Context: an optimization exercise on an open-source flow, tuned for small area, a short achievable clock period and few clock cycles. The choices shown serve that exercise and are no tape-out recipe.
In this exercise RTL edits were held to simulation tests only and were not proved equivalent to the original.
Power and IR drop assume default switching activity.

--- flow/design.v ---
`timescale 1ns/100ps
package ls1u_pkg;
    localparam int ADDR_W    = 24;               
    localparam int DATA_W    = 8;
    localparam int INSTR_W   = 16;
    localparam int RAM_AW    = 8;                
    localparam int RAM_DEPTH = 1 << RAM_AW;
    localparam int RAM_LAT   = 2;                
    localparam int LAT_W     = $clog2(RAM_LAT + 1);
    typedef enum logic [4:0] {
        FN_NOP    = 5'd0,
        FN_JMP    = 5'd1,
        FN_ALU    = 5'd2,
        FN_MOVX   = 5'd3,                        
        FN_LOAD   = 5'd4,
        FN_MOVC   = 5'd5,
        FN_LDI    = 5'd6,
        FN_MOVD   = 5'd7,
        FN_TOX    = 5'd8,                        
        FN_SHL_A  = 5'd13,
        FN_ROL_AB = 5'd16,
        FN_SHR_A  = 5'd18,
        FN_SAR_A  = 5'd20,
        FN_SHL_B  = 5'd22,
        FN_SHR_B  = 5'd24,
        FN_SAR_B  = 5'd26,
        FN_ROR_AB = 5'd28
    } funct_e;
    typedef enum logic [2:0] {
        JC_RET    = 3'd0,
        JC_APOS   = 3'd1,
        JC_BPOS   = 3'd2,
        JC_NEQ    = 3'd3,
        JC_NC     = 3'd4,
        JC_ALWAYS = 3'd5
    } jcond_e;
    typedef enum logic [2:0] {
        C   = 3'd0,
        A   = 3'd1,
        B   = 3'd2,
        A0  = 3'd3,
        A1  = 3'd4,
        A2  = 3'd5,
        D   = 3'd6,
        MDR = 3'd7                               
    } dst_e;
    typedef enum logic [3:0] {
        SRC_C, SRC_ALU, SRC_RAM, SRC_IMM, SRC_D, SRC_XREG,
        SRC_SHL_A, SRC_ROL_AB, SRC_SHR_A, SRC_SAR_A,
        SRC_SHL_B, SRC_SHR_B, SRC_SAR_B, SRC_ROR_AB,
        SRC_NONE
    } wbsrc_e;
    typedef struct packed {
        logic              read;
        logic              write;
        logic [ADDR_W-1:0] addr;
        logic [DATA_W-1:0] wdata;
    } dmem_req_t;
    typedef struct packed {
        logic              finish;               
        logic [DATA_W-1:0] rdata;
    } dmem_rsp_t;
endpackage
`timescale 1ns/100ps
module alu_slice_181 (
    input  logic [3:0] a,
    input  logic [3:0] b,
    input  logic [3:0] s,
    input  logic       m,
    input  logic       cin,
    output logic [3:0] f,
    output logic       cout,
    output logic       eqv,
    output logic       g,
    output logic       p
);
    logic [3:0] x, y;                            
    logic [3:0] lf;                              
    logic [4:0] sum;
    logic [3:0] gi, pi;
    always_comb
    begin
        case (s)
            4'h0:    {x, y} = {a, 4'h0};
            4'h1:    {x, y} = {a | b, 4'h0};
            4'h2:    {x, y} = {a | ~b, 4'h0};
            4'h3:    {x, y} = {4'h0, 4'hf};      
            4'h4:    {x, y} = {a, a & ~b};
            4'h5:    {x, y} = {a | b, a & ~b};
            4'h6:    {x, y} = {a, ~b};           
            4'h7:    {x, y} = {a & ~b, 4'hf};
            4'h8:    {x, y} = {a, a & b};
            4'h9:    {x, y} = {a, b};
            4'ha:    {x, y} = {a | ~b, a & b};
            4'hb:    {x, y} = {a & b, 4'hf};
            4'hc:    {x, y} = {a, a};            
            4'hd:    {x, y} = {a | b, a};
            4'he:    {x, y} = {a | ~b, a};
            default: {x, y} = {a, 4'hf};
        endcase
    end
    always_comb
    begin
        case (s)
            4'h0:    lf = ~a;
            4'h1:    lf = ~(a | b);
            4'h2:    lf = ~a & b;
            4'h3:    lf = 4'h0;
            4'h4:    lf = ~(a & b);
            4'h5:    lf = ~b;
            4'h6:    lf = a ^ b;
            4'h7:    lf = a & ~b;
            4'h8:    lf = ~a | b;
            4'h9:    lf = ~(a ^ b);
            4'ha:    lf = b;
            4'hb:    lf = a & b;
            4'hc:    lf = 4'hf;
            4'hd:    lf = a | ~b;
            4'he:    lf = a | b;
            default: lf = a;
        endcase
    end
    assign sum  = {1'b0, x} + {1'b0, y} + {4'b0, cin};
    assign f    = m ? lf : sum[3:0];
    assign cout = sum[4];                        
    assign eqv  = &f;
    assign gi = x & y;
    assign pi = x | y;
    assign g  = gi[3] | (pi[3] & gi[2]) | (&pi[3:2] & gi[1]) | (&pi[3:1] & gi[0]);
    assign p  = &pi;
endmodule
`timescale 1ns/100ps
import ls1u_pkg::*;
module ls1u_core (
    input  logic                         clk,
    input  logic                         WAIT,
    input  logic                         int_req,
    input  logic [ls1u_pkg::ADDR_W-1:0]  ivec_addr,
    output logic                         in_isr,
    output logic [ls1u_pkg::ADDR_W-1:0]  iaddr,
    output logic [ls1u_pkg::ADDR_W-1:0]  iaddr_next,
    input  logic [ls1u_pkg::INSTR_W-1:0] instr,
    output ls1u_pkg::dmem_req_t          dreq,
    input  ls1u_pkg::dmem_rsp_t          drsp
);
    ls1u_pkg::funct_e  funct;
    ls1u_pkg::jcond_e  jcond;
    ls1u_pkg::dst_e    dst;
    ls1u_pkg::wbsrc_e  wb_src;
    logic [DATA_W-1:0] imm;
    logic [2:0]        xreg_sel;
    logic              reg_en, jmp_en, xreg_en;
    logic [ADDR_W-1:0] pc, pc_next, pc_inc, jaddr;
    logic [DATA_W-1:0] a, b, c, d, a0, a1, a2, mdr;
    logic [DATA_W-1:0] ret0, ret1, ret2;         
    logic [DATA_W-1:0] rta0, rta1, rta2;         
    logic [DATA_W-1:0] xreg, wb;
    logic [DATA_W-1:0] a0_new, a1_new, a2_new;
    logic              req_rd, req_wr, stall;
    logic              load_done, advance, take_int, reg_we;
    logic              jmp, ret_sel;
    logic [DATA_W-1:0] alu_f;
    logic              alu_c1, alu_co, eq_lo, eq_hi, alu_eq;
    assign funct    = ls1u_pkg::funct_e'(instr[15:11]);
    assign jcond    = ls1u_pkg::jcond_e'(instr[10:8]);
    assign dst      = ls1u_pkg::dst_e'(instr[10:8]);
    assign imm      = instr[7:0];
    assign xreg_sel = instr[2:0];
    always_comb
    begin
        case (funct)
            FN_ALU, FN_TOX: wb_src = SRC_ALU;
            FN_MOVX:        wb_src = SRC_XREG;
            FN_LOAD:        wb_src = SRC_RAM;
            FN_MOVC:        wb_src = SRC_C;
            FN_LDI:         wb_src = SRC_IMM;
            FN_MOVD:        wb_src = SRC_D;
            FN_SHL_A:       wb_src = SRC_SHL_A;
            FN_ROL_AB:      wb_src = SRC_ROL_AB;
            FN_SHR_A:       wb_src = SRC_SHR_A;
            FN_SAR_A:       wb_src = SRC_SAR_A;
            FN_SHL_B:       wb_src = SRC_SHL_B;
            FN_SHR_B:       wb_src = SRC_SHR_B;
            FN_SAR_B:       wb_src = SRC_SAR_B;
            FN_ROR_AB:      wb_src = SRC_ROR_AB;
            default:        wb_src = SRC_NONE;   
        endcase
    end
    assign xreg_en = (funct == FN_TOX);
    assign jmp_en  = (funct == FN_JMP);
    assign reg_en  = (wb_src != SRC_NONE) && !xreg_en;
    assign stall     = req_rd | req_wr;
    assign load_done = req_rd & drsp.finish;
    assign advance   = (!stall && funct != FN_LOAD) || load_done;
    assign reg_we    = advance & reg_en;
    assign take_int  = advance & int_req & ~in_isr;
    alu_slice_181 u_alu_lo (
        .a    (a[3:0]),
        .b    (b[3:0]),
        .s    (instr[7:4]),
        .m    (instr[3]),
        .cin  (instr[2]),
        .f    (alu_f[3:0]),
        .cout (alu_c1),
        .eqv  (eq_lo),
        .g    (),
        .p    ()
    );
    alu_slice_181 u_alu_hi (
        .a    (a[7:4]),
        .b    (b[7:4]),
        .s    (instr[7:4]),
        .m    (instr[3]),
        .cin  (alu_c1),                          
        .f    (alu_f[7:4]),
        .cout (alu_co),
        .eqv  (eq_hi),
        .g    (),
        .p    ()
    );
    assign alu_eq = eq_lo & eq_hi;
    always_comb
    begin
        jmp     = 1'b0;
        ret_sel = 1'b0;
        if (jmp_en)
        begin
            case (jcond)
                JC_RET:
                begin
                    jmp     = 1'b1;
                    ret_sel = 1'b1;
                end
                JC_APOS:   jmp = ~a[7];
                JC_BPOS:   jmp = ~b[7];
                JC_NEQ:    jmp = ~alu_eq;
                JC_NC:     jmp = ~alu_co;
                JC_ALWAYS: jmp = 1'b1;
                default:   jmp = 1'b0;
            endcase
        end
    end
    assign jaddr = ret_sel ? {ret2, ret1, ret0} : {a2, a1, a0};
    always_comb
    begin
        case (xreg_sel)
            3'd0:    xreg = ret0;
            3'd1:    xreg = ret1;
            3'd2:    xreg = ret2;
            3'd3:    xreg = rta0;
            3'd4:    xreg = rta1;
            3'd5:    xreg = rta2;
            default: xreg = '0;
        endcase
    end
    always_comb
    begin
        case (wb_src)
            SRC_C:      wb = c;
            SRC_ALU:    wb = alu_f;
            SRC_RAM:    wb = drsp.rdata;
            SRC_IMM:    wb = imm;
            SRC_D:      wb = d;
            SRC_XREG:   wb = xreg;
            SRC_SHL_A:  wb = {a[6:0], 1'b0};
            SRC_ROL_AB: wb = {a[6:0], b[7]};
            SRC_SHR_A:  wb = {1'b0, a[7:1]};
            SRC_SAR_A:  wb = {a[7], a[7:1]};
            SRC_SHL_B:  wb = {b[6:0], 1'b0};
            SRC_SHR_B:  wb = {1'b0, b[7:1]};
            SRC_SAR_B:  wb = {b[7], b[7:1]};
            SRC_ROR_AB: wb = {a[0], b[7:1]};
            default:    wb = '0;
        endcase
    end
    assign pc_inc = pc + ADDR_W'(1);
    always_comb
    begin
        if (!advance)
            pc_next = pc;
        else if (take_int)
            pc_next = ivec_addr;
        else if (jmp)
            pc_next = jaddr;
        else
            pc_next = pc_inc;
    end
    always_ff @(posedge clk or posedge WAIT)
    begin
        if (WAIT)
            pc <= '0;
        else
            pc <= pc_next;
    end
    always_ff @(posedge clk)
    begin
        if (advance && ret_sel)
        begin
            a0 <= rta0;                          
            a1 <= rta1;
            a2 <= rta2;
        end
        else if (reg_we)
        begin
            case (dst)
                C:   c   <= wb;
                A:   a   <= wb;
                B:   b   <= wb;
                A0:  a0  <= wb;
                A1:  a1  <= wb;
                A2:  a2  <= wb;
                D:   d   <= wb;
                MDR: mdr <= wb;
            endcase
        end
    end
    assign a0_new = (reg_we && dst == A0) ? wb : a0;
    assign a1_new = (reg_we && dst == A1) ? wb : a1;
    assign a2_new = (reg_we && dst == A2) ? wb : a2;
    always_ff @(posedge clk)
    begin
        if (take_int)
        begin
            {ret2, ret1, ret0} <= jmp ? jaddr : pc_inc;
            rta0 <= a0_new;
            rta1 <= a1_new;
            rta2 <= a2_new;
        end
        else if (advance && xreg_en)
        begin
            case (xreg_sel)
                3'd0:    ret0 <= wb;
                3'd1:    ret1 <= wb;
                3'd2:    ret2 <= wb;
                3'd3:    rta0 <= wb;
                3'd4:    rta1 <= wb;
                3'd5:    rta2 <= wb;
                default: ;
            endcase
        end
    end
    always_ff @(posedge clk or posedge WAIT)
    begin
        if (WAIT)
            in_isr <= 1'b0;
        else if (take_int)
            in_isr <= 1'b1;
        else if (advance && ret_sel)
            in_isr <= 1'b0;
    end
    always_ff @(posedge clk or posedge WAIT)
    begin
        if (WAIT)
        begin
            req_rd <= 1'b0;
            req_wr <= 1'b0;
        end
        else
        begin
            if (drsp.finish)
            begin
                req_rd <= 1'b0;
                req_wr <= 1'b0;
            end
            if (!stall && funct == FN_LOAD)
                req_rd <= 1'b1;
            if (reg_we && dst == MDR)
                req_wr <= 1'b1;                  
        end
    end
    assign dreq       = {req_rd, req_wr, a2, a1, a0, mdr};
    assign iaddr      = pc;
    assign iaddr_next = pc_next;
endmodule
`timescale 1ns/100ps
import ls1u_pkg::*;
module data_ram (
    input  logic                clk,
    input  logic                WAIT,
    input  ls1u_pkg::dmem_req_t req,
    output ls1u_pkg::dmem_rsp_t rsp
);
    logic [DATA_W-1:0] mem [RAM_DEPTH];
    logic [RAM_AW-1:0] ram_addr;
    logic [LAT_W-1:0]  cnt;
    logic [DATA_W-1:0] rdata;
    logic              busy, armed, fin;
    logic              req_any, start, done;
    assign req_any  = req.read | req.write;
    assign start    = req_any & armed;
    assign done     = busy && (cnt == LAT_W'(RAM_LAT - 1));
    assign ram_addr = req.addr[RAM_AW-1:0];
    always_ff @(posedge clk or posedge WAIT)
    begin
        if (WAIT)
        begin
            busy  <= 1'b0;
            armed <= 1'b1;
            cnt   <= '0;
            fin   <= 1'b0;
        end
        else
        begin
            fin <= done;
            if (start)
            begin
                busy <= 1'b1;
                cnt  <= '0;
            end
            else if (done)
                busy <= 1'b0;
            else if (busy)
                cnt <= cnt + LAT_W'(1);
            if (start)
                armed <= 1'b0;
            else if (!req_any || fin)
                armed <= 1'b1;
        end
    end
    always_ff @(posedge clk)
    begin
        if (done)
        begin
            if (req.write)
                mem[ram_addr] <= req.wdata;
            rdata <= mem[ram_addr];
        end
    end
    assign rsp = {fin, rdata};
endmodule
`timescale 1ns/100ps
import ls1u_pkg::*;
module ls1u_subsys (
    input  logic                         clk,
    input  logic                         WAIT,
    input  logic                         int_req,
    input  logic [ls1u_pkg::ADDR_W-1:0]  ivec_addr,
    output logic                         in_isr,
    output logic [ls1u_pkg::ADDR_W-1:0]  iaddr,
    output logic [ls1u_pkg::ADDR_W-1:0]  iaddr_next,
    input  logic [ls1u_pkg::INSTR_W-1:0] instr,
    output logic                         st_valid,
    output logic [ls1u_pkg::ADDR_W-1:0]  st_addr,
    output logic [ls1u_pkg::DATA_W-1:0]  st_data
);
    ls1u_pkg::dmem_req_t dreq;
    ls1u_pkg::dmem_rsp_t drsp;
    ls1u_core u_core (
        .clk        (clk),
        .WAIT       (WAIT),
        .int_req    (int_req),
        .ivec_addr  (ivec_addr),
        .in_isr     (in_isr),
        .iaddr      (iaddr),
        .iaddr_next (iaddr_next),
        .instr      (instr),
        .dreq       (dreq),
        .drsp       (drsp)
    );
    data_ram u_ram (
        .clk  (clk),
        .WAIT (WAIT),
        .req  (dreq),
        .rsp  (drsp)
    );
    assign st_valid = dreq.write & drsp.finish;
    assign st_addr  = dreq.addr;
    assign st_data  = dreq.wdata;
endmodule
--- flow/run.sh ---
#!/bin/bash
# synth_recipe.tcl (not shown) runs the flow's synth.tcl, then flattens the netlist and writes it again
# the make line also repeats each setting of config.mk as NAME=value (left out here)
make -C /OpenROAD-flow-scripts/flow DESIGN_CONFIG=/design/flow/config.mk WORK_HOME=/design/flow/orfs CLKGATE_MAP_FILE= SYNTH_SCRIPT=/design/flow/synth_recipe.tcl finish
--- flow/config.mk ---
export PLATFORM = sky130hd
export DESIGN_NAME = ls1u_subsys
export DESIGN_NICKNAME = ls1u_subsys
export VERILOG_FILES = /design/flow/design.v
export SDC_FILE = /design/flow/constraint.sdc
export NUM_CORES = 4
export LEC_CHECK = 0
export CAP_MARGIN = 20
export CORE_MARGIN = 2
export CORE_UTILIZATION = 40
export SLEW_MARGIN = 20
--- flow/constraint.sdc ---
create_clock -name core_clock -period 10.0 [get_ports {clk}]
set_input_delay 2.0000 -clock core_clock [delete_from_list [all_inputs] [get_ports {clk}]]
set_output_delay 2.0000 -clock core_clock [all_outputs]
set_load 0.01 [all_outputs]
==> key figures, run 1 <==
Run status
  – Status: no timing/DRC/antenna violations

Routing
  – Total number of vias: 45900
  – DR WL/cell: 29.9 µm
  – Iteration-0 DRC Markers: 5169
  – # DRC: 0
  – Via-per-instance ratio: 5.80
  – Routed wire length: 236000 µm
  – Antenna Violating Nets Remaining: 0
  – 1st-pass router iterations: 6

Synthesis
  – Number of flops mapped to enable cells by yosys: 2168
  – Syn Area/Cell: 20.1 µm²
  – Count of different cell masters after synthesis: 90
  – Yosys warns: 3
  – Ys async rst share: 0.0145
  – Syn nets: 4561
  – Post-synth top flop: edfxtp_1
  – Cells after Synth: 4474
  – Cell area after synthesis: 0.0900 mm²
  – Post-synthesis register bit count: 2200
  – Sequential fraction of the synthesis area: 0.732

Global routing
  – Overflow after GRT: 0
  – M3 GR Usage: 0.0315
  – Vias in the first global route: 46100
  – Grt peak-use layer: met2
  – All-Layer GR Usage: 0.205
  – Largest net degree at the start of global routing: 165
  – Antenna violations before repair: 9
  – M2 GR Usage: 0.332
  – GR Layer Usage met1: 0.292
  – First-pass GRT wire length: 342000 µm

CTS
  – Max H-tree Level: 4
  – Clock sink count: 2200
  – Root buffer cell: clkbuf_16
  – Cts bufs inserted: 219
  – Worst-Skew Late Latency: 870 ps
  – Post-CTS Hold Fix Bufs: 0
  – CTS tree: done
  – Clock slew seen by the registers of the worst setup and hold paths: 60 ps
  – Max Root-Sink Buffers: 3

STA
  – Final Max Tran Viols: 0
  – Slew Limit Headroom: 0.206
  – Final min period: 9680 ps
  – Peak Freq: 103 MHz
  – RSZ-0062 raised after global routing: no
  – Worst clock skew: 42.2 ps
  – Final Cycle Share: 0.968
  – Setup total negative slack: 0 ps
  – Actual slew at the worst max-slew pin: 1190 ps
  – Final setup fails: 0
  – Hold Vio Cnt, Final: 0

Cells and area
  – Layout cell share with drive strength beyond 1: 0.252
  – Biggest register: u_ram.mem
  – Fin nets: 4826
  – Biggest regs: u_ram.mem: 2048 flops, u_core.pc: 24 flops
  – Largest register FFs: 2048
  – Most frequent cells in the layout: edfxtp_1, mux4_2, nor2_1
  – Commonest non-fill, non-tap cell in the layout: edfxtp_1
  – Area grow syn2layout: 13.9%
  – Non-filler cells, final: 7919

Floorplan
  – Die H: 478 µm
  – Initial Utilization: 0.401
  – CORE AREA: 0.224 mm²
  – # IOs: 125
  – Chip width: 478 µm
  – Row count: 174
  – DIE AREA: 0.229 mm²

Placed design
  – Final GP Congestion: 0.888
  – Placed Cells: 7508
  – DP HPWL: 144000 µm
  – Port Buffers: 124

Worst setup path
  – Crit start category: input pin
  – WS Path Type: input pin to output pin
  – Crit. End Element: output pin
  – CP max FO: 8
  – Crit path required time: 8000 ps
  – CP arrival: 7680 ps

Pwr
  – Pleak: 0.0325 µW
  – Peak supply drop: 147 µV
  – Pwr dens: 197 mW/mm²

Worst hold path
  – HP Class: flop to flop

Run
  – MaxCap Viol Count: 0
## worst paths after layout
path	startpoint	to	slack, ps	depth (start not counted)
min in group asynchronous	WAIT	u_core.pc[11]	1550	3
setup reg to reg	u_core.a[0]	u_core.ret1[4]	3920	26
hold reg to reg	u_core.rta1[6]	u_core.a1[6]	550	1
hold / removal	u_core.rta1[6]	u_core.a1[6]	550	1
max in group asynchronous	WAIT	u_ram.armed	8070	3
setup / recovery	instr[4]	iaddr_next[17]	320	26
## worst max-delay path: stages
cell	delay, ps
clkdlybuf4s50_1	550
and2_1	260
a21oi_1	90
o21ai_0	180
nand2_1	70
o31ai_1	80
a21oi_1	110
fa_2	410
fa_1	450
nand2b_1	180
a21oi_1	180
nor2_1	80
fa_1	470
fa_1	470
buf_4	150
xnor2_1	160
o22ai_1	110
a31oi_1	230
nor4b_4	340
buf_4	170
buf_4	90
nand3_1	50
buf_4	180
a21o_1	210
o21ai_1	200
dlymetal6s2s_1	200
## cells in the mapped netlist (25+ instances only)
cell,count,area share
edfxtp_1,2168,0.72
mux4_2,653,0.16
nor2_1,352,0.015
clkbuf_1,142,0.0059
nand2_1,123,0.0051
a21oi_1,80,0.0044
buf_2,70,0.0039
nand3_1,54,0.0030
inv_1,53,0.0022
a21o_1,46,0.0038
o21ai_0,46,0.0026
mux2i_1,41,0.0046
ha_1,40,0.0056
nor2b_1,36,0.0025
nand2b_1,35,0.0024
and3_1,31,0.0022
dfrtp_1,31,0.0086
o31ai_1,31,0.0026
a22oi_1,29,0.0024
buf_1,27,0.0011
mux2_2,26,0.0033
nor3_1,25,0.0014
## report_power, final
part           internal (µW)  switching (µW)
combinational            775            1020
clock                   4480            3500
sequential             10200             132
## per-layer routing
| layer | up-vias | wire (µm) | share of wire |
|---|---|---|---|
| met5 | - | 0 | 0 |
| met2 | 1837 | 116000 | 0.49 |
| met1 | 24700 | 99600 | 0.42 |
| li1 | 19100 | - | - |
| met4 | 0 | 5670 | 0.024 |
| met3 | 310 | 15600 | 0.066 |
## logic make-up after synthesis
family,count (synthesis),share of synthesized area
buffers and inverters,333,0.0172
adders and majority gates,44,0.00645
muxes,721,0.171
xor gates and xnor gates,27,0.00263
DFF,2200,0.732
and+or+nand+nor,758,0.0396
AOI/OAI and AO/OA,391,0.0302
## timing repair
| item | CTS | global route |
|---|---|---|
| buffers inserted | 0 | 2 |
| resized for setup | 10 | 30 |
| pin swaps | 0 | 1 |
| endpoints found under the setup margin | 20 | 24 |
| gates cloned | 0 | 0 |
## stage by stage
stage                     setup WS [ps]  power [µW]  instance area, µm²   util  hold WS (ps)
after CTS                          5.04       20300              102000  0.456           549
after floorplan                     780       11500               90000      -           480
final                               322       20100              102000  0.457           546
after global placement             -104       12300               95300  0.425           495
after detailed placement           -133       12300               95400  0.425           517
after global routing              0.418       20700              102000  0.457           563
## area by class of cell
type,instances,area (µm²)
well taps,2992,3740
inverters,56,210
clock inverters,131,1090
repair buffers,321,2960
fillers,18800,122000
clock buffers,277,5870
multi-input cells,1941,22700
diodes,1,2.50
flip-flops and latches,2200,65900
Testbench counts, summed over its fixed seeds: cycles 14,847.
==> inputs of run 2 (changes only) <==
--- a/flow/design.v
+++ b/flow/design.v
@@ -142,4 +142,7 @@
     input  logic [ls1u_pkg::INSTR_W-1:0] instr,
-    output ls1u_pkg::dmem_req_t          dreq,
-    input  ls1u_pkg::dmem_rsp_t          drsp
+    output logic                         st_valid,
+    output logic [ls1u_pkg::ADDR_W-1:0]  st_addr,
+    output logic [ls1u_pkg::DATA_W-1:0]  st_data,
+    output logic [ls1u_pkg::RAM_AW-1:0]  ram_raddr,
+    input  logic [ls1u_pkg::DATA_W-1:0]  ram_rdata
 );
@@ -153,9 +156,8 @@
     logic [ADDR_W-1:0] pc, pc_next, pc_inc, jaddr;
-    logic [DATA_W-1:0] a, b, c, d, a0, a1, a2, mdr;
+    logic [DATA_W-1:0] a, b, c, d, a0, a1, a2;
     logic [DATA_W-1:0] ret0, ret1, ret2;         
     logic [DATA_W-1:0] rta0, rta1, rta2;         
-    logic [DATA_W-1:0] xreg, wb;
+    logic [DATA_W-1:0] xreg, wb, ld_data;
     logic [DATA_W-1:0] a0_new, a1_new, a2_new;
-    logic              req_rd, req_wr, stall;
-    logic              load_done, advance, take_int, reg_we;
+    logic              advance, take_int, reg_we, slow, jwait, jflag;
     logic              jmp, ret_sel;
@@ -191,7 +193,6 @@
     assign reg_en  = (wb_src != SRC_NONE) && !xreg_en;
-    assign stall     = req_rd | req_wr;
-    assign load_done = req_rd & drsp.finish;
-    assign advance   = (!stall && funct != FN_LOAD) || load_done;
-    assign reg_we    = advance & reg_en;
-    assign take_int  = advance & int_req & ~in_isr;
+    assign slow     = jmp_en && (jcond == JC_NEQ || jcond == JC_NC) && !jwait;
+    assign advance  = !slow;
+    assign reg_we   = advance & reg_en;
+    assign take_int = advance & int_req & ~in_isr;
     alu_slice_181 u_alu_lo (
@@ -221,2 +222,13 @@
     assign alu_eq = eq_lo & eq_hi;
+    always_ff @(posedge clk or posedge WAIT)
+    begin
+        if (WAIT)
+            jwait <= 1'b0;
+        else
+            jwait <= slow;
+    end
+    always_ff @(posedge clk)
+    begin
+        jflag <= (jcond == JC_NEQ) ? ~alu_eq : ~alu_co;
+    end
     always_comb
@@ -235,4 +247,4 @@
                 JC_BPOS:   jmp = ~b[7];
-                JC_NEQ:    jmp = ~alu_eq;
-                JC_NC:     jmp = ~alu_co;
+                JC_NEQ:    jmp = jflag;
+                JC_NC:     jmp = jflag;
                 JC_ALWAYS: jmp = 1'b1;
@@ -255,2 +267,4 @@
     end
+    assign ram_raddr = a0;
+    assign ld_data   = (st_valid && st_addr[RAM_AW-1:0] == a0) ? st_data : ram_rdata;
     always_comb
@@ -260,3 +274,3 @@
             SRC_ALU:    wb = alu_f;
-            SRC_RAM:    wb = drsp.rdata;
+            SRC_RAM:    wb = ld_data;
             SRC_IMM:    wb = imm;
@@ -312,3 +326,3 @@
                 D:   d   <= wb;
-                MDR: mdr <= wb;
+                default: ;                       
             endcase
@@ -353,20 +367,14 @@
         if (WAIT)
-        begin
-            req_rd <= 1'b0;
-            req_wr <= 1'b0;
-        end
+            st_valid <= 1'b0;
         else
+            st_valid <= reg_we && dst == MDR;
+    end
+    always_ff @(posedge clk)
+    begin
+        if (reg_we && dst == MDR)
         begin
-            if (drsp.finish)
-            begin
-                req_rd <= 1'b0;
-                req_wr <= 1'b0;
-            end
-            if (!stall && funct == FN_LOAD)
-                req_rd <= 1'b1;
-            if (reg_we && dst == MDR)
-                req_wr <= 1'b1;                  
+            st_data <= wb;
+            st_addr <= {a2, a1, a0};
         end
     end
-    assign dreq       = {req_rd, req_wr, a2, a1, a0, mdr};
     assign iaddr      = pc;
@@ -377,54 +385,16 @@
 module data_ram (
-    input  logic                clk,
-    input  logic                WAIT,
-    input  ls1u_pkg::dmem_req_t req,
-    output ls1u_pkg::dmem_rsp_t rsp
+    input  logic              clk,
+    input  logic              we,
+    input  logic [RAM_AW-1:0] waddr,
+    input  logic [DATA_W-1:0] wdata,
+    input  logic [RAM_AW-1:0] raddr,
+    output logic [DATA_W-1:0] rdata
 );
     logic [DATA_W-1:0] mem [RAM_DEPTH];
-    logic [RAM_AW-1:0] ram_addr;
-    logic [LAT_W-1:0]  cnt;
-    logic [DATA_W-1:0] rdata;
-    logic              busy, armed, fin;
-    logic              req_any, start, done;
-    assign req_any  = req.read | req.write;
-    assign start    = req_any & armed;
-    assign done     = busy && (cnt == LAT_W'(RAM_LAT - 1));
-    assign ram_addr = req.addr[RAM_AW-1:0];
-    always_ff @(posedge clk or posedge WAIT)
-    begin
-        if (WAIT)
-        begin
-            busy  <= 1'b0;
-            armed <= 1'b1;
-            cnt   <= '0;
-            fin   <= 1'b0;
-        end
-        else
-        begin
-            fin <= done;
-            if (start)
-            begin
-                busy <= 1'b1;
-                cnt  <= '0;
-            end
-            else if (done)
-                busy <= 1'b0;
-            else if (busy)
-                cnt <= cnt + LAT_W'(1);
-            if (start)
-                armed <= 1'b0;
-            else if (!req_any || fin)
-                armed <= 1'b1;
-        end
-    end
     always_ff @(posedge clk)
     begin
-        if (done)
-        begin
-            if (req.write)
-                mem[ram_addr] <= req.wdata;
-            rdata <= mem[ram_addr];
-        end
+        if (we)
+            mem[waddr] <= wdata;
     end
-    assign rsp = {fin, rdata};
+    assign rdata = mem[raddr];
 endmodule
@@ -445,4 +415,4 @@
 );
-    ls1u_pkg::dmem_req_t dreq;
-    ls1u_pkg::dmem_rsp_t drsp;
+    logic [RAM_AW-1:0] raddr;
+    logic [DATA_W-1:0] rdata;
     ls1u_core u_core (
@@ -456,14 +426,16 @@
         .instr      (instr),
-        .dreq       (dreq),
-        .drsp       (drsp)
+        .st_valid   (st_valid),
+        .st_addr    (st_addr),
+        .st_data    (st_data),
+        .ram_raddr  (raddr),
+        .ram_rdata  (rdata)
     );
     data_ram u_ram (
-        .clk  (clk),
-        .WAIT (WAIT),
-        .req  (dreq),
-        .rsp  (drsp)
+        .clk   (clk),
+        .we    (st_valid),
+        .waddr (st_addr[RAM_AW-1:0]),
+        .wdata (st_data),
+        .raddr (raddr),
+        .rdata (rdata)
     );
-    assign st_valid = dreq.write & drsp.finish;
-    assign st_addr  = dreq.addr;
-    assign st_data  = dreq.wdata;
 endmodule
--- a/flow/config.mk
+++ b/flow/config.mk
@@ -9,3 +9,4 @@
 export CORE_MARGIN = 2
-export CORE_UTILIZATION = 40
+export CORE_UTILIZATION = 50
+export SETUP_SLACK_MARGIN = 4
 export SLEW_MARGIN = 20
==> key figures, run 2 <==
Cells and area
  – Largest register FFs: 2048
  – Most frequent cells in the layout: edfxtp_1, mux4_2, nor2_1
  – Biggest regs: u_ram.mem: 2048 flops, u_core.pc: 24 flops, u_core.st_addr: 24 flops
  – Area grow syn2layout: 12.4%
  – Commonest non-fill, non-tap cell in the layout: edfxtp_1
  – Final Cell Area: 0.103 mm²
  – Fin nets: 5337
  – Layout cell share with drive strength beyond 1: 0.201
  – Non-filler cells, final: 7800
  – Biggest register: u_ram.mem

Routing
  – Antenna Violating Nets Remaining: 0
  – DR WL/cell: 32.9 µm
  – 1st-pass router iterations: 8
  – Iteration-0 DRC Markers: 6039
  – Total number of vias: 50100
  – Via-per-instance ratio: 6.42
  – Routed wire length: 257000 µm
  – # DRC: 0

Worst setup path
  – Crit path required time: 8000 ps
  – Crit. End Element: output pin
  – Crit start category: input pin
  – WS Path Type: input pin to output pin
  – CP arrival: 4030 ps
  – CP max FO: 6

Synthesis
  – Commonest cells post-synth: edfxtp_1, mux4_2, nor2_1
  – Yosys top cell area share: 0.718
  – Cells after Synth: 5043
  – Count of different cell masters after synthesis: 86
  – Post-synth top flop: edfxtp_1
  – Syn Area/Cell: 18.1 µm²
  – Ys async rst share: 0.0122
  – Post-synthesis register bit count: 2220
  – Yosys warns: 3
  – Cell area after synthesis: 0.0914 mm²
  – Cell taking the most area after synthesis: edfxtp_1
  – Number of flops mapped to enable cells by yosys: 2184
  – Syn nets: 5129
  – Sequential fraction of the synthesis area: 0.727
  – Synth top area cells: edfxtp_1, mux4_2, mux2i_1, nor2_1, nand2_1
  – Top-count cell post-synth: edfxtp_1

Run
  – MaxCap Viol Count: 0

STA
  – Post-route setup slack: 3970 ps
  – Final min period: 6030 ps
  – Final Max Tran Viols: 0
  – Slew Limit Headroom: 0.223
  – Peak Freq: 166 MHz
  – Hold Vio Cnt, Final: 0
  – Final Cycle Share: 0.603
  – Final setup fails: 0
  – Worst clock skew: 63.0 ps
  – RSZ-0062 raised after global routing: yes
  – Actual slew at the worst max-slew pin: 1150 ps
  – Setup total negative slack: 0 ps

Placed design
  – Port Buffers: 124
  – Final GP Congestion: 0.931
  – DP HPWL: 161000 µm
  – Post-place setup slack: 2020 ps
  – Placed Cells: 7348
  – Placed Area: 0.0951 mm²

Pwr
  – Pleak: 0.0330 µW
  – Pwr dens: 194 mW/mm²
  – Peak supply drop: 168 µV
  – Total power: 19900 µW

Floorplan
  – Initial Utilization: 0.505
  – Chip width: 432 µm
  – DIE AREA: 0.186 mm²
  – Die H: 432 µm
  – Row count: 156
  – CORE AREA: 0.181 mm²
  – # IOs: 125

CTS
  – Clock sink count: 2220
  – Max Root-Sink Buffers: 3
  – CTS tree: done
  – Post-CTS Hold Fix Bufs: 0
  – Worst-Skew Late Latency: 900 ps
  – Clock slew seen by the registers of the worst setup and hold paths: 60 ps
  – Max H-tree Level: 4
  – Cts bufs inserted: 221
  – Root buffer cell: clkbuf_16

Global routing
  – Largest net degree at the start of global routing: 210
  – Overflow after GRT: 0
  – First-pass GRT wire length: 367000 µm
  – All-Layer GR Usage: 0.276
  – Antenna violations before repair: 9
  – Vias in the first global route: 48900

Worst hold path
  – HP Class: flop to flop

Run status
  – Status: no timing/DRC/antenna violations
## run 2: cell count changes in the layout (fill, tap and decap cells not counted), sizes merged, moves of 22 or more
cell	before	now
nor2b	36	58
mux2i	41	257
a22oi	29	130
mux4	653	461
o21ai	65	121
dlymetal6s2s	23	0
nand3	54	88
a21o	46	18
nand2	123	277
## run 2: logic make-up after synthesis
logic type | synth area share
AOI/OAI and AO/OA | 0.0472
xor gates and xnor gates | 0.00345
adders and majority gates | 0.00622
buffers and inverters | 0.0210
DFF | 0.727
muxes | 0.147
and+or+nand+nor | 0.0483
## run 2: layout make-up
| type | count | area, µm² |
|---|---|---|
| inverter | 57 | 223 |
| clock buffer | 291 | 5810 |
| tap | 2370 | 2970 |
| fill | 13800 | 78400 |
| timing repair buffer | 302 | 2920 |
| clock inverter | 108 | 1010 |
| sequential | 2220 | 66500 |
| antenna | 3 | 7.51 |
| multi-input combinational | 2449 | 23400 |
## run 2: path summary, 6_finish.rpt
check,startpoint,endpoint,slack [ps],cells after the start
setup / recovery,instr[14],iaddr_next[7],3970,11
hold / removal,u_core.in_isr,u_core.in_isr,510,2
setup reg to reg,flop,u_core.c[2],4360,9
hold reg to reg,u_core.in_isr,u_core.in_isr,510,2
max in group asynchronous,WAIT,u_core.jwait,8070,2
min in group asynchronous,WAIT,u_core.pc[0],1510,2
## run 2: report_power, final
group	switching [µW]	internal (µW)	total [µW]
Clock	3560	4360	7920
Combinational	949	701	1650
Sequential	135	10200	10400
Total	4640	15300	19900
## run 2: per-layer routing
| layer | wire, µm | track usage |
|---|---|---|
| met1 | 105000 | 0.396 |
| met2 | 121000 | 0.424 |
| met3 | 23300 | 0.0610 |
| met4 | 7950 | 0.0854 |
| met5 | 0 | 0 |
## run 2: critical path, cell delays in order
cell and delay [ps]:
buf_12 100, nor3b_4 230, nand2_4 90, or4_4 500, buf_4 190, buf_16 140, nand2_1 60, a31oi_1 100
mux2i_1 210, o21ai_2 110, dlygate4sd2_1 290
## run 2: timing repair
item,CTS,global route
pin swaps,15,16
setup endpoints to repair,87,82
resized for setup,182,45
buffers inserted,31,10
cloned,6,0
## run 2: metrics by stage
step           hold slack [ps]  utilization
6_report                   506        0.567
3_3_place_gp               509        0.525
4_1_cts                    512        0.566
2_1_floorplan              446            -
3_5_place_dp               502        0.525
5_1_grt                    554        0.567
Testbench counts of run 2, summed over its fixed seeds: cycles 7,711.
==> inputs of run 3 (changes only) <==
--- a/flow/design.v
+++ b/flow/design.v
@@ -164,3 +164,5 @@
     logic [DATA_W-1:0] alu_f;
-    logic              alu_c1, alu_co, eq_lo, eq_hi, alu_eq;
+    logic [DATA_W-1:0] alu_x, alu_y, alu_h;
+    logic [DATA_W:0]   alu_c;
+    logic              alu_co, alu_eq;
     assign funct    = ls1u_pkg::funct_e'(instr[15:11]);
@@ -197,27 +199,17 @@
     assign take_int = advance & int_req & ~in_isr;
-    alu_slice_181 u_alu_lo (
-        .a    (a[3:0]),
-        .b    (b[3:0]),
-        .s    (instr[7:4]),
-        .m    (instr[3]),
-        .cin  (instr[2]),
-        .f    (alu_f[3:0]),
-        .cout (alu_c1),
-        .eqv  (eq_lo),
-        .g    (),
-        .p    ()
-    );
-    alu_slice_181 u_alu_hi (
-        .a    (a[7:4]),
-        .b    (b[7:4]),
-        .s    (instr[7:4]),
-        .m    (instr[3]),
-        .cin  (alu_c1),                          
-        .f    (alu_f[7:4]),
-        .cout (alu_co),
-        .eqv  (eq_hi),
-        .g    (),
-        .p    ()
-    );
-    assign alu_eq = eq_lo & eq_hi;
+    always_comb
+    begin
+        for (int i = 0; i < DATA_W; i++)
+        begin
+            alu_x[i] = a[i] | (b[i] ? instr[4] : instr[5]);
+            alu_y[i] = a[i] & (b[i] ? instr[7] : instr[6]);
+        end
+        alu_h = alu_x ^ alu_y;
+        alu_c[0] = instr[2];
+        for (int i = 0; i < DATA_W; i++)
+            alu_c[i + 1] = (alu_x[i] & alu_y[i]) | (alu_h[i] & alu_c[i]);
+        alu_f  = alu_h ^ (alu_c[DATA_W-1:0] | {DATA_W{instr[3]}});
+        alu_co = alu_c[DATA_W];
+    end
+    assign alu_eq = &alu_f;
     always_ff @(posedge clk or posedge WAIT)
@@ -384,2 +376,26 @@
 import ls1u_pkg::*;
+module ram_bit_next (
+    input  logic q,
+    input  logic d,
+    input  logic w,
+    input  logic h,
+    output logic y
+);
+    assign y = (w & d) | (h & q);
+endmodule
+module ram_rd3 (
+    input  logic s0, d0,
+    input  logic s1, d1,
+    input  logic s2, d2,
+    output logic y_n
+);
+    assign y_n = ~((s0 & d0) | (s1 & d1) | (s2 & d2));
+endmodule
+module ram_rd2 (
+    input  logic s0, d0,
+    input  logic s1, d1,
+    output logic y_n
+);
+    assign y_n = ~((s0 & d0) | (s1 & d1));
+endmodule
 module data_ram (
@@ -392,9 +408,52 @@
 );
-    logic [DATA_W-1:0] mem [RAM_DEPTH];
-    always_ff @(posedge clk)
+    localparam int N3 = (RAM_DEPTH - 4) / 3;     
+    localparam int NL = N3 + 2;                  
+    logic [RAM_DEPTH-1:0] wsel, hold, rsel;
+    always_comb
     begin
-        if (we)
-            mem[waddr] <= wdata;
+        for (int i = 0; i < RAM_DEPTH; i++)
+        begin
+            wsel[i] = we && (waddr == RAM_AW'(i));
+            rsel[i] = (raddr == RAM_AW'(i));
+        end
+    end
+    assign hold = ~wsel;
+    for (genvar i = 0; i < RAM_DEPTH; i++)
+    begin : g_word
+        logic [DATA_W-1:0] q, d;
+        for (genvar j = 0; j < DATA_W; j++)
+        begin : g_bit
+            ram_bit_next u_next (
+                .q (q[j]),
+                .d (wdata[j]),
+                .w (wsel[i]),
+                .h (hold[i]),
+                .y (d[j])
+            );
+        end
+        always_ff @(posedge clk)
+            q <= d;
+    end
+    for (genvar j = 0; j < DATA_W; j++)
+    begin : g_rd
+        logic [NL-1:0] leaf_n;
+        for (genvar k = 0; k < N3; k++)
+        begin : g_l3
+            ram_rd3 u_rd (
+                .s0  (rsel[3*k]),     .d0 (g_word[3*k].q[j]),
+                .s1  (rsel[3*k + 1]), .d1 (g_word[3*k + 1].q[j]),
+                .s2  (rsel[3*k + 2]), .d2 (g_word[3*k + 2].q[j]),
+                .y_n (leaf_n[k])
+            );
+        end
+        for (genvar k = 0; k < 2; k++)
+        begin : g_l2
+            ram_rd2 u_rd (
+                .s0  (rsel[3*N3 + 2*k]),     .d0 (g_word[3*N3 + 2*k].q[j]),
+                .s1  (rsel[3*N3 + 2*k + 1]), .d1 (g_word[3*N3 + 2*k + 1].q[j]),
+                .y_n (leaf_n[N3 + k])
+            );
+        end
+        assign rdata[j] = ~&leaf_n;
     end
-    assign rdata = mem[raddr];
 endmodule
--- a/flow/config.mk
+++ b/flow/config.mk
@@ -12 +12,2 @@
 export SLEW_MARGIN = 20
+export SYNTH_HIERARCHICAL = 1
==> key figures, run 3 <==
CTS
  – Cts bufs inserted: 222
  – Max Root-Sink Buffers: 3
  – Max H-tree Level: 4
  – CTS tree: done
  – Clock slew seen by the registers of the worst setup and hold paths: 60 ps
  – Worst-Skew Late Latency: 890 ps
  – Root buffer cell: clkbuf_16
  – Clock sink count: 2212

Cells and area
  – Biggest register: u_ram.g_word.q
  – Fin nets: 7351
  – Fin util: 0.586
  – Largest register FFs: 2048
  – Layout cell share with drive strength beyond 1: 0.102
  – Most frequent cells in the layout: a22o_1, dfxtp_1, a222oi_1
  – Commonest non-fill, non-tap cell in the layout: a22o_1
  – Biggest regs: u_ram.g_word.q: 2048 flops, u_core.pc: 24 flops, u_core.st_addr: 24 flops
  – Area grow syn2layout: 16.1%
  – Non-filler cells, final: 9653

Worst setup path
  – CP arrival: 6790 ps
  – Crit path required time: 10630 ps
  – Crit start category: flop
  – WS Path Type: flop to flop
  – Crit. End Element: flop
  – CP max FO: 12

Pwr
  – Sw Share: 0.235
  – Power Internal: 14300 µW
  – Seq pwr share: 0.493
  – Peak supply drop: 205 µV
  – Total power: 18600 µW
  – Clock power share: 0.454
  – Pwr dens: 198 mW/mm²
  – P_sw: 4380 µW
  – Combinational share of power: 0.053
  – Pleak: 0.0350 µW

Synthesis
  – Cell taking the most area after synthesis: dfxtp_1
  – Cells after Synth: 6936
  – Commonest cells post-synth: a22o_1, dfxtp_1, a222oi_1
  – Count of different cell masters after synthesis: 91
  – Cell area after synthesis: 0.0811 mm²
  – Synth top area cells: dfxtp_1, a22o_1, a222oi_1, edfxtp_1, nor2_1
  – Yosys top cell area share: 0.506
  – Post-synthesis register bit count: 2212
  – Sequential fraction of the synthesis area: 0.565
  – Ys async rst share: 0.0122
  – Post-synth top flop: dfxtp_1
  – Syn Area/Cell: 11.7 µm²
  – Top-count cell post-synth: a22o_1
  – Number of flops mapped to enable cells by yosys: 136
  – Syn nets: 6988
  – Yosys warns: 8

Routing
  – 1st-pass router iterations: 13
  – Antenna Violating Nets Remaining: 0
  – # DRC: 0
  – DR WL/cell: 33.3 µm
  – Routed wire length: 322000 µm
  – Via-per-instance ratio: 7.26
  – Total number of vias: 70100
  – Iteration-0 DRC Markers: 13700

Global routing
  – Vias in the first global route: 64900
  – All-Layer GR Usage: 0.374
  – Overflow after GRT: 0
  – M3 GR Usage: 0.101
  – Grt peak-use layer: met2
  – GR Layer Usage met1: 0.515
  – First-pass GRT wire length: 460000 µm
  – Largest net degree at the start of global routing: 145
  – Antenna violations before repair: 14
  – M2 GR Usage: 0.540

Floorplan
  – CORE AREA: 0.161 mm²
  – Row count: 147
  – Die H: 407 µm
  – # IOs: 125
  – Chip width: 407 µm
  – Initial Utilization: 0.504
  – DIE AREA: 0.165 mm²

Placed design
  – Port Buffers: 124
  – Final GP Congestion: 0.984
  – DP HPWL: 206000 µm
  – Placed Cells: 9180

STA
  – Actual slew at the worst max-slew pin: 1140 ps
  – Final Cycle Share: 0.616
  – Final min period: 6160 ps
  – RSZ-0062 raised after global routing: yes
  – Final setup fails: 0
  – Worst clock skew: 31.9 ps
  – Hold Vio Cnt, Final: 0
  – Hold Worst Slack: 469 ps
  – Peak Freq: 162 MHz
  – Slew Limit Headroom: 0.236
  – Final Max Tran Viols: 0
  – Setup total negative slack: 0 ps

Run status
  – Status: no timing/DRC/antenna violations

Run
  – MaxCap Viol Count: 0

Worst hold path
  – HP Class: flop to flop
==> run 3: changes by cell type in the layout (fill, tap and decap cells not counted), sizes merged, moves of 92 or more <==
cell    before   now
edfxtp    2184   136
a22o         8  2051
dfxtp        9  2049
a222oi       2   672
mux4       461     2
mux2i      257    42
nor2       376   539
nand2      277   439
nand4       29   188
a22oi      130    21
o21ai      121    29
==> run 3: metal layers <==
metal  part of all wire  up-vias  routed length (µm)
met3               0.12      789               37000
met2               0.42     4700              136000
met5            0.00027        -                  86
met1               0.41    34800              132000
met4              0.052       10               16600
li1                   -    29800                   -
==> run 3: timing repair <==
action / in CTS / in global routing
buffers inserted: 26 / 22
gates resized for setup: 192 / 55
cloned: 6 / 0
setup endpoints to repair: 130 / 77
hold buffers: 0 / 0
pin swaps: 22 / 22
==> run 3: final timing paths <==
path	startpoint	to	slack, ps	cells past startpoint
max	u_core.a0[0]	u_core.rta0[5]	3840	13
min	u_ram.g_word[85].q[2]	u_ram.g_word[85].q[2]	470	1
max reg2reg	u_core.a0[0]	u_core.rta0[5]	3840	13
min reg2reg	u_ram.g_word[85].q[2]	u_ram.g_word[85].q[2]	470	1
max in group asynchronous	WAIT	u_core.pc[8]	8070	2
min in group asynchronous	WAIT	u_core.pc[20]	1520	2
==> run 3: power groups by stage <==
stage	clock network (µW)	registers, µW	logic [µW]
after global placement	0	9380	930
after global routing	8880	9190	1030
final	8470	9190	984
after detailed placement	0	9370	928
after CTS	8530	9180	951
after floorplan	0	9360	426
==> run 3: final cells by class <==
| class | instances | area [µm²] |
|---|---|---|
| antenna | 8 | 20.0 |
| clock buffer | 323 | 6520 |
| clock inverter | 87 | 922 |
| fill | 13400 | 66600 |
| inverter | 72 | 283 |
| multi-input combinational | 4491 | 35100 |
| sequential | 2212 | 45800 |
| tap | 2160 | 2700 |
| timing repair buffer | 300 | 2850 |
==> run 3: logic make-up after synthesis <==
family,share of synthesized area
compound gates,0.324
xor+xnor,0.00400
fa+ha+maj,0.00139
mux,0.0135
buf+inv,0.0127
flops,0.565
simple gates,0.0795
==> run 3: stage by stage <==
stage	instance area, µm²	setup WS, ps
floorplan	81100	3850
global placement	85500	2060
detailed placement	85500	2040
CTS	93700	3920
global route	94100	3960
finish	94100	3840
==> run 3: worst max-delay path, cell delays in order, from the launching register on <==
cell and delay (ps):
edfxtp_1 560, nor2b_1 290, nand3_4 360, buf_4 420, nor2_1 220, a222oi_1 610, nand4_1 390, nor4_1 850
nand4_1 550, or4_1 720, nand2_1 90, mux2_2 200, o211ai_4 250, mux2_2 360
==> run 3: Yosys stat by module (local to each module, per instance), a selection <==
module	cells	copies in the design	flops+latches	area [µm²]
ram_rd3	1	672	0	10.0
ram_bit_next	1	2048	0	8.76
ram_rd2	1	16	0	12.5
data_ram	3304	1	2048	46500
ls1u_core	896	1	164	9690
Testbench counts of run 3, summed over its fixed seeds: cycles 7,711.
==> inputs of run 4 (changes only) <==
--- a/flow/design.v
+++ b/flow/design.v
@@ -133,2 +133,59 @@
 import ls1u_pkg::*;
+module g_nor3  (input logic a, b, c, output logic y);   assign y = ~(a | b | c);     endmodule
+module g_nor3b (input logic a, b, cn, output logic y);  assign y = ~a & ~b & cn;     endmodule
+module g_and3b (input logic an, b, c, output logic y);  assign y = ~an & b & c;      endmodule
+module g_and2b (input logic an, b, output logic y);     assign y = ~an & b;          endmodule
+module g_nand2b(input logic an, b, output logic y);     assign y = ~(~an & b);       endmodule
+module g_nand2 (input logic a, b, output logic y);      assign y = ~(a & b);         endmodule
+module g_nand3b(input logic an, b, c, output logic y);  assign y = ~(~an & b & c);   endmodule
+module g_and2  (input logic a, b, output logic y);      assign y = a & b;            endmodule
+module g_and4  (input logic a, b, c, d, output logic y); assign y = a & b & c & d;   endmodule
+module pc_class (
+    input  logic [15:8] instr,
+    input  logic        int_req,
+    input  logic        in_isr,
+    input  logic        jwait,
+    input  logic        jwait_n,
+    output logic [7:0]  k
+);
+    logic f_lo, f_hi, c0, c1, c2, c3, c4, c5, c67;
+    logic io, io_n, q34, h3, h4, fall_n;
+    g_nor3   u_f_lo (.a (instr[15]), .b (instr[14]), .c (instr[13]), .y (f_lo));
+    g_and2b  u_f_hi (.an (instr[12]), .b (instr[11]), .y (f_hi));
+    g_nor3   u_c0   (.a (instr[10]), .b (instr[9]), .c (instr[8]), .y (c0));
+    g_nor3b  u_c1   (.a (instr[10]), .b (instr[9]), .cn (instr[8]), .y (c1));
+    g_nor3b  u_c2   (.a (instr[10]), .b (instr[8]), .cn (instr[9]), .y (c2));
+    g_and3b  u_c3   (.an (instr[10]), .b (instr[9]), .c (instr[8]), .y (c3));
+    g_nor3b  u_c4   (.a (instr[9]), .b (instr[8]), .cn (instr[10]), .y (c4));
+    g_and3b  u_c5   (.an (instr[9]), .b (instr[10]), .c (instr[8]), .y (c5));
+    g_and2   u_c67  (.a (instr[10]), .b (instr[9]), .y (c67));
+    g_and2b  u_io   (.an (in_isr), .b (int_req), .y (io));
+    g_nand2b u_io_n (.an (in_isr), .b (int_req), .y (io_n));
+    g_nand2  u_q34  (.a (io), .b (jwait), .y (q34));
+    g_and4   u_k0   (.a (f_lo), .b (f_hi), .c (c0), .d (io_n), .y (k[0]));
+    g_and4   u_k1   (.a (f_lo), .b (f_hi), .c (c1), .d (io_n), .y (k[1]));
+    g_and4   u_k2   (.a (f_lo), .b (f_hi), .c (c2), .d (io_n), .y (k[2]));
+    g_and4   u_k3   (.a (f_lo), .b (f_hi), .c (c3), .d (q34), .y (k[3]));
+    g_and4   u_k4   (.a (f_lo), .b (f_hi), .c (c4), .d (q34), .y (k[4]));
+    g_and4   u_k5   (.a (f_lo), .b (f_hi), .c (c5), .d (io_n), .y (k[5]));
+    g_nand3b u_fall (.an (c67), .b (f_lo), .c (f_hi), .y (fall_n));
+    g_and2   u_k6   (.a (fall_n), .b (io_n), .y (k[6]));
+    g_and4   u_h3   (.a (f_lo), .b (f_hi), .c (c3), .d (jwait_n), .y (h3));
+    g_and4   u_h4   (.a (f_lo), .b (f_hi), .c (c4), .d (jwait_n), .y (h4));
+    g_nor3b  u_k7   (.a (h3), .b (h4), .cn (io), .y (k[7]));
+endmodule
+module pc_next_bit (
+    input  logic s0, v0,
+    input  logic s1, v1,
+    input  logic s2, v2,
+    input  logic s3, v3,
+    input  logic s4, v4,
+    input  logic s5, v5,
+    input  logic s6, v6,
+    input  logic s7, v7,
+    output logic y
+);
+    assign y = (s0 & v0) | (s1 & v1) | (s2 & v2) | (s3 & v3) | (s4 & v4) |
+               (s5 & v5) | (s6 & v6) | (s7 & v7);
+endmodule
 module ls1u_core (
@@ -160,4 +217,11 @@
     logic [DATA_W-1:0] xreg, wb, ld_data;
-    logic [DATA_W-1:0] a0_new, a1_new, a2_new;
-    logic              advance, take_int, reg_we, slow, jwait, jflag;
+    logic [ADDR_W-1:0] rta_cur;
+    logic [7:0]        jgo, jhold, jfall, cond_oh;
+    logic [ADDR_W-1:0] jaddr_ret, jaddr_a;
+    logic              int_ok;
+    localparam int PCN_GROUPS = 3;
+    localparam int PCN_BITS   = ADDR_W / PCN_GROUPS;
+    logic [ADDR_W-1:0] nx_apos_v, nx_bpos_v, nx_alu_v;
+    logic              take_int, reg_we, slow, jwait, jflag;
+    logic              sel_a, sel_inc, isr_entry;
     logic              jmp, ret_sel;
@@ -195,21 +259,43 @@
     assign reg_en  = (wb_src != SRC_NONE) && !xreg_en;
-    assign slow     = jmp_en && (jcond == JC_NEQ || jcond == JC_NC) && !jwait;
-    assign advance  = !slow;
-    assign reg_we   = advance & reg_en;
-    assign take_int = advance & int_req & ~in_isr;
+    assign reg_we  = reg_en;                     
+    for (genvar i = 0; i < DATA_W; i++)
+    begin : g_alu
+        assign alu_x[i]     = a[i] | (b[i] ? instr[4] : instr[5]);
+        assign alu_y[i]     = a[i] & (b[i] ? instr[7] : instr[6]);
+        assign alu_c[i + 1] = (alu_x[i] & alu_y[i]) | (alu_h[i] & alu_c[i]);
+    end
+    assign alu_h    = alu_x ^ alu_y;
+    assign alu_c[0] = instr[2];
+    assign alu_f    = alu_h ^ (alu_c[DATA_W-1:0] | {DATA_W{instr[3]}});
+    assign alu_co   = alu_c[DATA_W];
+    assign alu_eq = &alu_f;
     always_comb
     begin
-        for (int i = 0; i < DATA_W; i++)
-        begin
-            alu_x[i] = a[i] | (b[i] ? instr[4] : instr[5]);
-            alu_y[i] = a[i] & (b[i] ? instr[7] : instr[6]);
-        end
-        alu_h = alu_x ^ alu_y;
-        alu_c[0] = instr[2];
-        for (int i = 0; i < DATA_W; i++)
-            alu_c[i + 1] = (alu_x[i] & alu_y[i]) | (alu_h[i] & alu_c[i]);
-        alu_f  = alu_h ^ (alu_c[DATA_W-1:0] | {DATA_W{instr[3]}});
-        alu_co = alu_c[DATA_W];
+        jgo      = '0;
+        jhold    = '0;
+        jgo[1]   = ~a[7];                        
+        jgo[2]   = ~b[7];                        
+        jgo[3]   = jwait & jflag;                
+        jgo[4]   = jwait & jflag;                
+        jgo[5]   = 1'b1;                         
+        jhold[3] = ~jwait;
+        jhold[4] = ~jwait;
+        jfall    = ~(jgo | jhold);
+        jfall[0] = 1'b0;                         
     end
-    assign alu_eq = &alu_f;
+    always_comb
+    begin
+        for (int i = 0; i < 8; i++)
+            cond_oh[i] = (jcond == 3'(i));
+    end
+    assign ret_sel  = jmp_en & cond_oh[0];
+    assign sel_a    = jmp_en & |(cond_oh & jgo);
+    assign slow     = jmp_en & |(cond_oh & jhold);
+    assign sel_inc  = ~jmp_en | |(cond_oh & jfall);
+    assign jmp      = ret_sel | sel_a;
+    assign int_ok   = int_req & ~in_isr;
+    assign take_int = int_ok & ~slow;
+    assign nx_apos_v = a[7] ? pc_inc : jaddr_a;
+    assign nx_bpos_v = b[7] ? pc_inc : jaddr_a;
+    assign nx_alu_v  = !jwait ? pc : (jflag ? jaddr_a : pc_inc);
     always_ff @(posedge clk or posedge WAIT)
@@ -225,24 +311,5 @@
     end
-    always_comb
-    begin
-        jmp     = 1'b0;
-        ret_sel = 1'b0;
-        if (jmp_en)
-        begin
-            case (jcond)
-                JC_RET:
-                begin
-                    jmp     = 1'b1;
-                    ret_sel = 1'b1;
-                end
-                JC_APOS:   jmp = ~a[7];
-                JC_BPOS:   jmp = ~b[7];
-                JC_NEQ:    jmp = jflag;
-                JC_NC:     jmp = jflag;
-                JC_ALWAYS: jmp = 1'b1;
-                default:   jmp = 1'b0;
-            endcase
-        end
-    end
-    assign jaddr = ret_sel ? {ret2, ret1, ret0} : {a2, a1, a0};
+    assign jaddr_ret = {ret2, ret1, ret0};
+    assign jaddr_a   = {a2, a1, a0};
+    assign jaddr     = ret_sel ? jaddr_ret : jaddr_a;
     always_comb
@@ -253,5 +320,5 @@
             3'd2:    xreg = ret2;
-            3'd3:    xreg = rta0;
-            3'd4:    xreg = rta1;
-            3'd5:    xreg = rta2;
+            3'd3:    xreg = rta_cur[7:0];
+            3'd4:    xreg = rta_cur[15:8];
+            3'd5:    xreg = rta_cur[23:16];
             default: xreg = '0;
@@ -260,3 +327,3 @@
     assign ram_raddr = a0;
-    assign ld_data   = (st_valid && st_addr[RAM_AW-1:0] == a0) ? st_data : ram_rdata;
+    assign ld_data   = st_valid ? st_data : ram_rdata;
     always_comb
@@ -282,12 +349,27 @@
     assign pc_inc = pc + ADDR_W'(1);
-    always_comb
-    begin
-        if (!advance)
-            pc_next = pc;
-        else if (take_int)
-            pc_next = ivec_addr;
-        else if (jmp)
-            pc_next = jaddr;
-        else
-            pc_next = pc_inc;
+    for (genvar g = 0; g < PCN_GROUPS; g++)
+    begin : g_pcn
+        logic [7:0] k;
+        pc_class u_class (
+            .instr   (instr[15:8]),
+            .int_req (int_req),
+            .in_isr  (in_isr),
+            .jwait   (jwait),
+            .jwait_n (~jwait),
+            .k       (k)
+        );
+        for (genvar i = g * PCN_BITS; i < (g + 1) * PCN_BITS; i++)
+        begin : g_bit
+            pc_next_bit u_pcn (
+                .s0 (k[0]), .v0 (jaddr_ret[i]),
+                .s1 (k[1]), .v1 (nx_apos_v[i]),
+                .s2 (k[2]), .v2 (nx_bpos_v[i]),
+                .s3 (k[3]), .v3 (nx_alu_v[i]),
+                .s4 (k[4]), .v4 (nx_alu_v[i]),
+                .s5 (k[5]), .v5 (jaddr_a[i]),
+                .s6 (k[6]), .v6 (pc_inc[i]),
+                .s7 (k[7]), .v7 (ivec_addr[i]),
+                .y  (pc_next[i])
+            );
+        end
     end
@@ -300,10 +382,14 @@
     end
+    always_ff @(posedge clk or posedge WAIT)
+    begin
+        if (WAIT)
+            isr_entry <= 1'b0;
+        else
+            isr_entry <= take_int;
+    end
+    assign rta_cur = isr_entry ? {a2, a1, a0} : {rta2, rta1, rta0};
     always_ff @(posedge clk)
     begin
-        if (advance && ret_sel)
-        begin
-            a0 <= rta0;                          
-            a1 <= rta1;
-            a2 <= rta2;
-        end
+        if (ret_sel)
+            {a2, a1, a0} <= rta_cur;             
         else if (reg_we)
@@ -322,5 +408,2 @@
     end
-    assign a0_new = (reg_we && dst == A0) ? wb : a0;
-    assign a1_new = (reg_we && dst == A1) ? wb : a1;
-    assign a2_new = (reg_we && dst == A2) ? wb : a2;
     always_ff @(posedge clk)
@@ -328,9 +411,4 @@
         if (take_int)
-        begin
             {ret2, ret1, ret0} <= jmp ? jaddr : pc_inc;
-            rta0 <= a0_new;
-            rta1 <= a1_new;
-            rta2 <= a2_new;
-        end
-        else if (advance && xreg_en)
+        else if (xreg_en)
         begin
@@ -340,5 +418,2 @@
                 3'd2:    ret2 <= wb;
-                3'd3:    rta0 <= wb;
-                3'd4:    rta1 <= wb;
-                3'd5:    rta2 <= wb;
                 default: ;
@@ -347,2 +422,11 @@
     end
+    always_ff @(posedge clk)
+    begin
+        if (!take_int)
+        begin
+            rta0 <= (xreg_en && xreg_sel == 3'd3) ? wb : rta_cur[7:0];
+            rta1 <= (xreg_en && xreg_sel == 3'd4) ? wb : rta_cur[15:8];
+            rta2 <= (xreg_en && xreg_sel == 3'd5) ? wb : rta_cur[23:16];
+        end
+    end
     always_ff @(posedge clk or posedge WAIT)
@@ -353,3 +437,3 @@
             in_isr <= 1'b1;
-        else if (advance && ret_sel)
+        else if (ret_sel)
             in_isr <= 1'b0;
@@ -368,5 +452,5 @@
             st_data <= wb;
-            st_addr <= {a2, a1, a0};
         end
     end
+    assign st_addr    = {a2, a1, a0};
     assign iaddr      = pc;
--- a/flow/config.mk
+++ b/flow/config.mk
@@ -10,3 +10,6 @@
 export CORE_UTILIZATION = 50
-export SETUP_SLACK_MARGIN = 4
+export CTS_BUF_LIST = sky130_fd_sc_hd__clkbuf_16
+export CTS_CLUSTER_DIAMETER = 75
+export CTS_CLUSTER_SIZE = 30
+export SETUP_SLACK_MARGIN = 5
 export SLEW_MARGIN = 20
==> key figures, run 4 <==
Run status
  – Status: no timing/DRC/antenna violations

Pwr
  – Clock power share: 0.374
  – Combinational share of power: 0.080
  – P_sw: 4390 µW
  – Total power: 16700 µW
  – Seq pwr share: 0.546
  – Pleak: 0.0351 µW
  – Peak supply drop: 169 µV
  – Pwr dens: 176 mW/mm²
  – Sw Share: 0.262
  – Power Internal: 12300 µW

Synthesis
  – Sequential fraction of the synthesis area: 0.550
  – Simple-gate share of the synthesized area: 0.0863
  – Top-count cell post-synth: a22o_1
  – Commonest cells post-synth: a22o_1, dfxtp_1, a222oi_1
  – Synth top area cells: dfxtp_1, a22o_1, a222oi_1, edfxtp_1, nor2_1
  – Largest family of logic cells by synthesized area: compound AO/OA/AOI/OAI gates
  – Post-synthesis xor/xnor area fraction: 0.00331
  – Cells after Synth: 7187
  – Count of different cell masters after synthesis: 85
  – Yosys warns: 8
  – Cell area after synthesis: 0.0820 mm²
  – Post-synthesis register bit count: 2189
  – Cell taking the most area after synthesis: dfxtp_1
  – Post-synth top flop: dfxtp_1
  – Complex-gate fraction of the synthesized area: 0.335
  – Ys async rst share: 0.0128
  – Yosys top cell area share: 0.500
  – Number of flops mapped to enable cells by yosys: 112
  – Syn nets: 7239
  – Multiplexer area fraction after synthesis: 0.00979
  – Post-Synth Adder-Cell Area: 0.00137
  – Syn Area/Cell: 11.4 µm²

Worst setup path
  – Crit. End Element: output pin
  – CP max FO: 5
  – Crit path required time: 8000 ps
  – CP arrival: 3470 ps
  – WS Path Type: input pin to output pin
  – Crit start category: input pin

Worst hold path
  – HP Class: flop to flop

Run
  – MaxCap Viol Count: 0

STA
  – Hold Vio Cnt, Final: 0
  – Peak Freq: 183 MHz
  – Final Cycle Share: 0.547
  – Setup total negative slack: 0 ps
  – Hold Worst Slack: 476 ps
  – Final setup fails: 0
  – RSZ-0062 raised after global routing: yes
  – Final min period: 5470 ps
  – Final Max Tran Viols: 0
  – Actual slew at the worst max-slew pin: 1190 ps
  – Worst clock skew: 36.5 ps
  – Slew Limit Headroom: 0.203

CTS
  – Cts bufs inserted: 130
  – Max H-tree Level: 4
  – Clock sink count: 2189
  – Root buffer cell: clkbuf_16
  – Clock slew seen by the registers of the worst setup and hold paths: 100 ps
  – Worst-Skew Late Latency: 820 ps
  – Max Root-Sink Buffers: 3
  – CTS tree: done

Cells and area
  – Most frequent cells in the layout: a22o_1, dfxtp_1, a222oi_1
  – Fin nets: 7671
  – Fin util: 0.585
  – Area of the multi-input gates: 0.0374 mm²
  – Storage element area: 0.0451 mm²
  – Commonest non-fill, non-tap cell in the layout: a22o_1
  – Largest register FFs: 2048
  – Layout cell share with drive strength beyond 1: 0.128
  – Final Cell Area: 0.0953 mm²
  – Biggest regs: u_ram.g_word.q: 2048 flops, u_core.pc: 24 flops
  – Layout fillers: 13500
  – Biggest register: u_ram.g_word.q
  – Area grow syn2layout: 16.2%

Routing
  – Routed wire length: 340000 µm
  – WL met2: 144000 µm
  – Total number of vias: 73900
  – 1st-pass router iterations: 11
  – Metal-1 WL: 137000 µm
  – Antenna Violating Nets Remaining: 0
  – Top Metal Used: met5
  – Met3 wire len: 40400 µm
  – DR WL/cell: 34.4 µm
  – Via-per-instance ratio: 7.46
  – Iteration-0 DRC Markers: 16000
  – # DRC: 0

Global routing
  – Overflow after GRT: 0
  – First-pass GRT wire length: 481000 µm
  – Largest net degree at the start of global routing: 159
  – All-Layer GR Usage: 0.384
  – Vias in the first global route: 66500
  – Antenna violations before repair: 19

Floorplan
  – Die H: 409 µm
  – Row count: 148
  – Chip width: 409 µm
  – Initial Utilization: 0.504
  – # IOs: 125
  – DIE AREA: 0.167 mm²
  – CORE AREA: 0.163 mm²

Placed design
  – DP HPWL: 214000 µm
  – Final GP Congestion: 0.992
  – Port Buffers: 124
  – Placed Area: 0.0866 mm²
## run 4: cell count changes after synthesis, moves of 34 or more
cell,previous run,this run
a22oi_1,5,109
a21oi_1,30,99
nand2_1,438,377
o21ai_0,24,74
nor2_1,539,584
mux2_2,49,12
nand3_1,70,36
## run 4: worst max-delay path: stages
cell and delay [ps]:
buf_6 100, buf_12 130, nor3_4 160, buf_6 160, and4_4 240, nor3b_4 60, buf_6 120, a22oi_2 100
nand4_1 170, buf_2 200
## run 4: path summary, 6_finish.rpt
kind                                        start                      to  slack, ps  depth (start not counted)
setup reg to reg                     u_core.a0[3]          u_core.ret1[7]       4770                         19
max in group asynchronous                    WAIT            u_core.pc[2]       8050                          3
min in group asynchronous                    WAIT            u_core.pc[1]       1610                          3
hold / removal             u_ram.g_word[127].q[2]  u_ram.g_word[127].q[2]        480                          1
setup / recovery                        instr[15]          iaddr_next[11]       4530                         10
hold reg to reg            u_ram.g_word[127].q[2]  u_ram.g_word[127].q[2]        480                          1
## run 4: power by group through the flow
stage / combinational (µW) / clock (µW) / sequential (µW)
global route: 1410 / 6610 / 9160
detailed placement: 1190 / 0 / 9330
global placement: 1190 / 0 / 9330
floorplan: 615 / 0 / 9320
finish: 1340 / 6250 / 9140
CTS: 1260 / 6290 / 9130
## run 4: final cells by class
class                      count  area share
sequential                  2189       0.473
multi-input combinational   4723       0.392
timing repair buffer         474      0.0533
clock buffer                 133      0.0349
tap                         2175      0.0286
clock inverter               105      0.0136
inverter                     101     0.00406
antenna                        9    0.000236
## run 4: modules after synthesis (local to each module, per instance), a selection
module	area, µm²	copies in the design
ram_bit_next	8.76	2048
g_and2b	13.8	6
g_nor3	10.0	6
pc_next_bit	36.3	24
ram_rd3	10.0	672
g_and3b	8.76	6
g_and2	6.26	6
g_and4	8.76	24
ram_rd2	12.5	16
g_nand2	3.75	3
## run 4: per-layer routing
metal	up-vias	GRT usage
met5	-	0.00489
met4	12	0.186
met3	1021	0.0901
met2	5499	0.559
met1	36400	0.534
li1	31000	-
## run 4: timing repair
action | 4_1_cts | 5_1_grt
hold endpoints to repair | 0 | 0
buffers inserted | 119 | 79
pin swaps | 126 | 132
cloned | 17 | 4
hold buffers | 0 | 0
setup endpoints to repair | 148 | 131
gates resized for setup | 403 | 182
## run 4: through the flow
step,worst slack [ps],std cells
4_1_cts,4510,9815
5_1_grt,4440,9900
3_5_place_dp,2870,9441
2_1_floorplan,3850,7187
3_3_place_gp,2090,9436
6_report,4530,9909
## run 4: cells by family (layout without fill, tap and decap cells)
kind of cell	count (synthesis)	count (layout)
multiplexers	77	77
other	0	9
AO/OA/AOI/OAI	3131	3131
flip-flops	2189	2189
XOR/XNOR	31	31
AND/OR/NAND/NOR	1470	1475
buffers and inverters	280	813
adder cells (fa/ha/maj)	9	9
Testbench counts of run 4, summed over its fixed seeds: cycles 7,711.

## static timing again, ports no longer ideal
In the flow no input, the clock included, has a driving cell. The finished layouts below were timed again as built, in two steps. Step 1, drivers: a clkbuf_16 drives clk and a buf_2 each remaining input, both assumed. Step 2, shift: input delay + t, output delay - t, t = (earliest + latest rising clock arrival at the registers) / 2. This alone moves slack from input paths to output paths. Slacks: ideal ports / drivers / drivers and shift; pairs: ideal ports / drivers.
| run | shift t [ns] | slack for setup (ns) | hold WS [ns] | pins driven straight from the clock port |
|---|---|---|---|---|
| run 1 | 0.939 | 0.322 / 0.293 / 0.293 | 0.546 / 0.546 / 0.546 | 1 |
| run 2 | 0.948 | 3.969 / 3.919 / 3.372 | 0.506 / 0.506 / 0.506 | 1 |
| run 3 | 0.958 | 3.841 / 3.841 / 3.841 | 0.469 / 0.469 / 0.469 | 1 |
| run 4 | 0.889 | 4.534 / 4.498 / 4.426 | 0.476 / 0.476 / 0.476 | 1 |
After both steps setup and hold are still met in every run listed. The setup slack of run 2, which loses most, moves by -0.050 ns with the drivers and by -0.597 ns with both steps.
